Background: an optimization exercise with open tools, aiming at small area, a short achievable clock period and few clock cycles per item. Do not read the settings as production practice.
Only simulation tests tie the RTL to the original design; equivalence was not proved.
No activity file was given, so power comes from the tool's default toggle rates.

## build 59
// lattice_fermion_hop_sign
module lattice_fermion_hop_sign #(
    parameter int SITES         = 64,
    parameter int MAX_PARTICLES = 64
) (
    input  logic             clk,
    input  logic             rst_n,
    input  logic             in_valid,
    output logic             in_stall,
    input  lfhs_pkg::in_item_t  in_data,
    output logic             out_valid,
    input  logic             out_stall,
    output lfhs_pkg::out_item_t out_data,
    input  logic             cfg_write,
    input  logic             cfg_index,
    input  logic [lfhs_pkg::CFG_W-1:0] cfg_data
);
    localparam int NS  = 64;
    localparam int SW  = 6;
    localparam int CW  = lfhs_pkg::CNT_W;
    localparam int QD  = 5;
    localparam int PMX = 6;
    logic                 in_accept;
    logic                 r1_v;
    lfhs_pkg::in_item_t   r1_d;
    logic [7:0]           r1_row;
    logic [15:0]          r1_col;
    logic                 r2_v;
    logic                 r2_sp;
    logic                 r2_hop;
    logic [SW-1:0]        r2_p;
    logic [SW-1:0]        r2_s;
    logic [SW-1:0]        r2_o;
    logic                 r2_m;
    logic                 r3_v;
    logic                 r3_chg;
    logic                 r3_sp;
    logic                 r3_hop;
    logic [SW-1:0]        r3_s;
    logic [SW-1:0]        r3_o;
    logic [NS-1:0]        r3_mask;
    logic                 r3_corr;
    logic                 r3_occ_up;
    logic                 r3_occ_dn;
    logic                 r3_err_part;
    logic                 r3_err_lim;
    logic [SW:0]          r3_waddr;
    logic                 r4_v;
    logic                 r4_chg;
    logic                 r4_sp;
    logic                 r4_hop;
    logic                 r4_corr;
    logic                 r4_par_up;
    logic                 r4_par_dn;
    logic                 r4_occ_up;
    logic                 r4_occ_dn;
    logic                 r4_err_part;
    logic                 r4_err_lim;
    logic [NS-1:0]        occ_up_reg;
    logic [NS-1:0]        occ_dn_reg;
    logic [CW-1:0]        created_up_reg;
    logic [CW-1:0]        created_dn_reg;
    logic [lfhs_pkg::CFG_W-1:0] lim_up_reg;
    logic [lfhs_pkg::CFG_W-1:0] lim_dn_reg;
    logic                 sign_reg;
  ...
Size in the first run: roughly 3,300 cells after synthesis, roughly 0.046 mm² of cells after synthesis.
clock: 5.0 ns
lec_check: 0
cap_margin: 20
core_margin: 2
core_utilization: 40
slew_margin: 20
run.sh (not shown) runs the stock make flow with config.mk's settings and CLKGATE_MAP_FILE= SYNTH_SCRIPT=/design/flow/synth_recipe.tcl, a recipe that flattens the netlist after the stock synthesis.
Build 59: full flow OK, the timing, design-rule and antenna checks passed
Testbench counts of build 59, summed over its fixed seeds: cycles 9,640, items 9,600.
Edits applied to the flow inputs when going from build 59 to build 53:
diff --git a/flow/config.mk b/flow/config.mk
--- a/flow/config.mk
+++ b/flow/config.mk
@@ -8,4 +8,7 @@
 export CAP_MARGIN = 20
 export CORE_MARGIN = 2
-export CORE_UTILIZATION = 40
+export CORE_UTILIZATION = 60
+export CTS_CLUSTER_DIAMETER = 60
+export CTS_CLUSTER_SIZE = 25
+export SETUP_SLACK_MARGIN = 2.5
 export SLEW_MARGIN = 20
Results
- Build 53: layout-stage area growth over the synthesis result higher than build 59
- In build 53 relative to build 59, global-route wire length before repair had gone up slightly.
- Utilization: build 53 higher than build 59
- Diff build 59 -> build 53: internal cell power shrank by 9.2%; die area shrank by 0.039 mm²; net count of the mapped netlist held steady; cell area held steady.
Modified inputs, build 28 compared to build 53
diff --git a/flow/config.mk b/flow/config.mk
--- a/flow/config.mk
+++ b/flow/config.mk
@@ -9,6 +9,4 @@
 export CORE_MARGIN = 2
 export CORE_UTILIZATION = 60
-export CTS_CLUSTER_DIAMETER = 60
-export CTS_CLUSTER_SIZE = 25
-export SETUP_SLACK_MARGIN = 2.5
+export SETUP_SLACK_MARGIN = 3.0
 export SLEW_MARGIN = 20
### Flow results
- Build 28 ends up with a wire length that is about 14% higher than in build 53.
- Min count of nets after finishing across build 28 and build 53: build 53
- Build 28 and build 53 ended up with roughly the same worst slack on hold paths.
- As far as area enclosed by the die boundary goes, build 53 and build 28 are indistinguishable; the numbers are identical.
- Register-to-register slack essentially unchanged between build 53 and build 28.
- Final-layout clock buffer total: build 28 vs build 53 up 77%
- In the metrics for build 28 and build 53, the one carrying the higher final worst-path setup slack is build 28.
- On post-layout utilization of the core: build 28 sits above build 53.
- Between build 28 and build 53, it is build 28 whose HPWL after detailed placement is lower, by about 1.5%.
- Diff build 53..build 28 | area used by sequential logic in the layout | negligible
- Total design power delta (build 28 − build 53): unfavourable
For build 68, these inputs were changed with respect to build 28:
diff --git a/flow/config.mk b/flow/config.mk
--- a/flow/config.mk
+++ b/flow/config.mk
@@ -8,5 +8,5 @@
 export CAP_MARGIN = 20
 export CORE_MARGIN = 2
-export CORE_UTILIZATION = 60
-export SETUP_SLACK_MARGIN = 3.0
+export CORE_UTILIZATION = 70
+export SETUP_SLACK_MARGIN = 2.5
 export SLEW_MARGIN = 20
==> run notes <==
Build 68 has completed all stages; timing, DRC and antenna checks passed.
For combinational power, dividing the value from build 68 by the value from build 28 gives 0.78.
Worst setup path startpoint: r1_col[9] -> build 28, r2_sp -> build 68
Build 68 against build 28: share of cell area taken by multi-input logic gates lost 2.2 points, worst endpoint data arrival time neither gained nor lost much, portion of total power attributed to combinational logic lost 3.1 points, final critical delay including setup and external delays lost 0.022 ns, register-to-register slack picked up an extra 0.02 ns.
From build 28 to build 68 the numbers moved as follows: first-pass GRT wire length shows a reduction of 17,000 µm, sequential share of layout area +5.3 points, mean routed wirelength per cell down 4.5%.

[afterwards: timing with drivers on the ports]
The results above use ideal ports. As a check the final layouts listed here were re-extracted and re-timed, cells and wires unchanged.
Step 1: set_driving_cell puts a clkbuf_16 on clk and a buf_2 on each other input, an assumption about the parent block.
Step 2 adds t to the input delays and takes it off the output delays; t is the mean of the earliest and latest rising clock arrival at the registers after step 1. Input paths then give back, and output paths get back, about the clock's delay inside the block.
Three values: ideal, step 1, step 2; two values: the first two.
run	t, ns	setup slack, ns	worst hold slack (ns)	worst setup path at the end
build 59	0.772	1.752 / 1.752 / 1.467	0.326 / 0.307 / 0.326	input to register
build 53	0.712	2.281 / 2.281 / 2.230	0.324 / 0.324 / 0.324	input to register
build 28	0.760	2.284 / 2.284 / 2.257	0.321 / 0.321 / 0.321	input to register
build 68	0.758	2.306 / 2.306 / 2.114	0.325 / 0.325 / 0.325	input to register
After both steps setup and hold are still met in every run listed. The setup slack of build 59, which loses most, moves by 0.000 ns with the drivers and by -0.285 ns with both steps.
